This design comes from an exercise in tuning for small area on the open sky130 flow, not from production work.
Where RTL was checked, it was by simulation tests only, not by an equivalence proof against the original.
No activity file was given, so power comes from the tool's default toggle rates.

// sid_synth_top
module sid_synth_top (
    input  wire logic       clk,
    input  wire logic       rst_n,
    input  wire logic       spi_clk,
    input  wire logic       spi_cs_n,
    input  wire logic       spi_mosi,
    output logic      [9:0] sample,
    output logic            sample_valid
);
Size: ~1,800 cells after synthesis, about 400 flip-flops, roughly 16 I/O pins, roughly 21,000 µm² of cells after synthesis.
==> module sid_voice, before the edit <==
module sid_voice (
    input  wire logic        clk,
    input  wire logic        rst_n,
    input  wire logic        step_a,
    input  wire logic        step_b,
    input  wire logic [15:0] freq_a,
    input  wire logic [15:0] freq_b,
    input  wire logic [7:0]  pw_a,
    input  wire logic [7:0]  pw_b,
    input  wire logic [7:0]  attack_a,
    input  wire logic [7:0]  attack_b,
    input  wire logic [7:0]  sustain_a,
    input  wire logic [7:0]  sustain_b,
    input  wire logic [3:0]  wave_a,
    input  wire logic [3:0]  wave_b,
    output logic      [7:0]  lvl_s,
    output logic      [7:0]  lvl_c,
    output logic             lvl_c8
);
    logic [23:0] phase_a, phase_b;
    logic [2:0]  st_a, st_b;
    logic [7:0]  env_a, env_b;
    logic [15:0] f;
    logic [23:0] phase_nxt;
    assign f = (freq_a & {16{step_a}}) | (freq_b & {16{step_b}});
    always_comb begin
        logic c;
        logic fi;
        c = 1'b0;
        for (int i = 0; i < 24; i++) begin
            fi = (i < 16) ? f[i % 16] : 1'b0;
            phase_nxt[i] = phase_a[i] ^ fi ^ c;
            c = (phase_a[i] & fi) | (c & (phase_a[i] ^ fi));
        end
    end
    logic       step;
    logic [7:0] attack;
    logic [7:0] sustain;
    logic       gate;
    logic [2:0] st_nxt;
    logic [7:0] env_nxt;
    assign step    = step_a | step_b;
    assign attack  = step_a ? attack_a : attack_b;
    assign sustain = step_a ? sustain_a : sustain_b;
    assign gate    = step_a ? wave_a[synth_pkg::W_GATE] : wave_b[synth_pkg::W_GATE];
    sid_env u_env (
        .step    (step),
        .attack  (attack),
        .sustain (sustain),
        .gate    (gate),
        .st      (st_a),
        .env     (env_a),
        .st_nxt  (st_nxt),
        .env_nxt (env_nxt)
    );
    always_ff @(posedge clk or negedge rst_n) begin
        if (!rst_n) begin
            phase_a <= '0;
            phase_b <= '0;
            st_a    <= synth_pkg::IDLE;
            st_b    <= synth_pkg::IDLE;
            env_a   <= '0;
            env_b   <= '0;
        end else begin
            phase_a <= phase_b;
            phase_b <= phase_nxt;
            st_a    <= st_b;
            st_b    <= st_nxt;
            env_a   <= env_b;
            env_b   <= env_nxt;
        end
    end
    logic [7:0] pw;
    logic [3:0] wave;
    logic [7:0] p;
    logic       lt;
    logic       on;
    logic [7:0] tri_val;
    logic [7:0] w;
    assign pw   = step_b ? pw_a : pw_b;
    assign wave = step_b ? wave_a : wave_b;
    assign p    = phase_b[23:16];
    always_comb begin
        logic l;
        l = 1'b0;
        for (int i = 0; i < 8; i++) begin
            l = (~p[i] & pw[i]) | (~p[i] & l) | (pw[i] & l);
        end
        lt = l;
    end
    assign on      = (wave[synth_pkg::W_SAW] | wave[synth_pkg::W_TRI] | wave[synth_pkg::W_PULSE]) &
                     (!wave[synth_pkg::W_PULSE] | lt);
    assign tri_val = {p[6:0], 1'b0} ^ {8{p[7]}};
    assign w       = (wave[synth_pkg::W_SAW] ? p : 8'hFF) & (wave[synth_pkg::W_TRI] ? tri_val : 8'hFF) &
                     {8{on}};
    logic [7:0] hi_s;
    logic [7:0] hi_c;
    logic       c8;
    sid_mul_cs u_mul (
        .w    (w),
        .e    (env_b),
        .hi_s (hi_s),
        .hi_c (hi_c),
        .c8   (c8)
    );
    always_ff @(posedge clk) begin
        lvl_s  <= hi_s;
        lvl_c  <= hi_c;
        lvl_c8 <= c8;
    end
endmodule
make LEC_CHECK=0 CAP_MARGIN=20 CORE_MARGIN=2 CORE_UTILIZATION=40 SLEW_MARGIN=20 finish   # period 8.0 ns
run.sh (not shown) runs the stock make flow with config.mk's settings and CLKGATE_MAP_FILE= SYNTH_SCRIPT=/design/flow/synth_recipe.tcl, a recipe that flattens the netlist after the stock synthesis.
The first run produced a layout that fails on setup timing.
==> next run, changes <==
--- a/flow/design.v
+++ b/flow/design.v
@@ -150,17 +150,24 @@
     logic [7:0]  env_a, env_b;
     logic [15:0] f;
     logic [23:0] phase_nxt;
+    logic        c16;
+    logic [7:0]  hi_inc;
     assign f = (freq_a & {16{step_a}}) | (freq_b & {16{step_b}});
     always_comb begin
         logic c;
-        logic fi;
         c = 1'b0;
-        for (int i = 0; i < 24; i++) begin
-            fi = (i < 16) ? f[i % 16] : 1'b0;
-            phase_nxt[i] = phase_a[i] ^ fi ^ c;
-            c = (phase_a[i] & fi) | (c & (phase_a[i] ^ fi));
+        for (int i = 0; i < 16; i++) begin
+            phase_nxt[i] = phase_a[i] ^ f[i] ^ c;
+            c = (phase_a[i] & f[i]) | (c & (phase_a[i] ^ f[i]));
+        end
+        c16 = c;
+        c = 1'b1;
+        for (int i = 0; i < 8; i++) begin
+            hi_inc[i] = phase_a[16 + i] ^ c;
+            c = phase_a[16 + i] & c;
         end
     end
+    assign phase_nxt[23:16] = c16 ? hi_inc : phase_a[23:16];
     logic       step;
     logic [7:0] attack;
     logic [7:0] sustain;
The changed run passed the timing, DRC and antenna checks.
Global-route usage went down by 0.46 points.
Power went down by 2.6%.
Register-to-register slack gets better by 450 ps.
Core utilization went down by 0.96 points.
Wire length went down by 2.3%.
Count of clock-buffer cells in the layout went down by 1.
Non-clock buffer count went down by 15.
Sequential share of layout area went up by 0.94 points.
First-iteration DRC count went up by 25%.
Setup slack gets better by 450 ps.
Sequential cell count stays the same.
Maximum frequency went up by 5.8%.
Combinational power went down by 8.7%.
Via count went down by 1.5%.
For the first run of this note, only the layout was checked, not whether the RTL still works.

==> static timing again, ports no longer ideal <==
The results above use ideal ports. As a check the final layouts listed here were re-extracted and re-timed, cells and wires unchanged.
Step 1 sets driving cells, clkbuf_16 on the clock port and buf_2 on the other inputs (assumed; they add their load-dependent delay and slew).
Step 2 also shifts input and output timing later by t, the mid clock arrival at the registers, as if the neighbouring blocks saw the same clock.
a / b / c = no drivers / after step 1 / after step 2; a / b = the first two.
run | t, ns | setup slack, ns | worst register clock-pin slew, ns | worst slew at a driven data input, ns
the first run | 0.615 | -0.175 / -0.175 / -0.175 | 0.06 / 0.06 | 0.05
the second run | 0.625 | 0.270 / 0.270 / 0.270 | 0.07 / 0.07 | 0.05
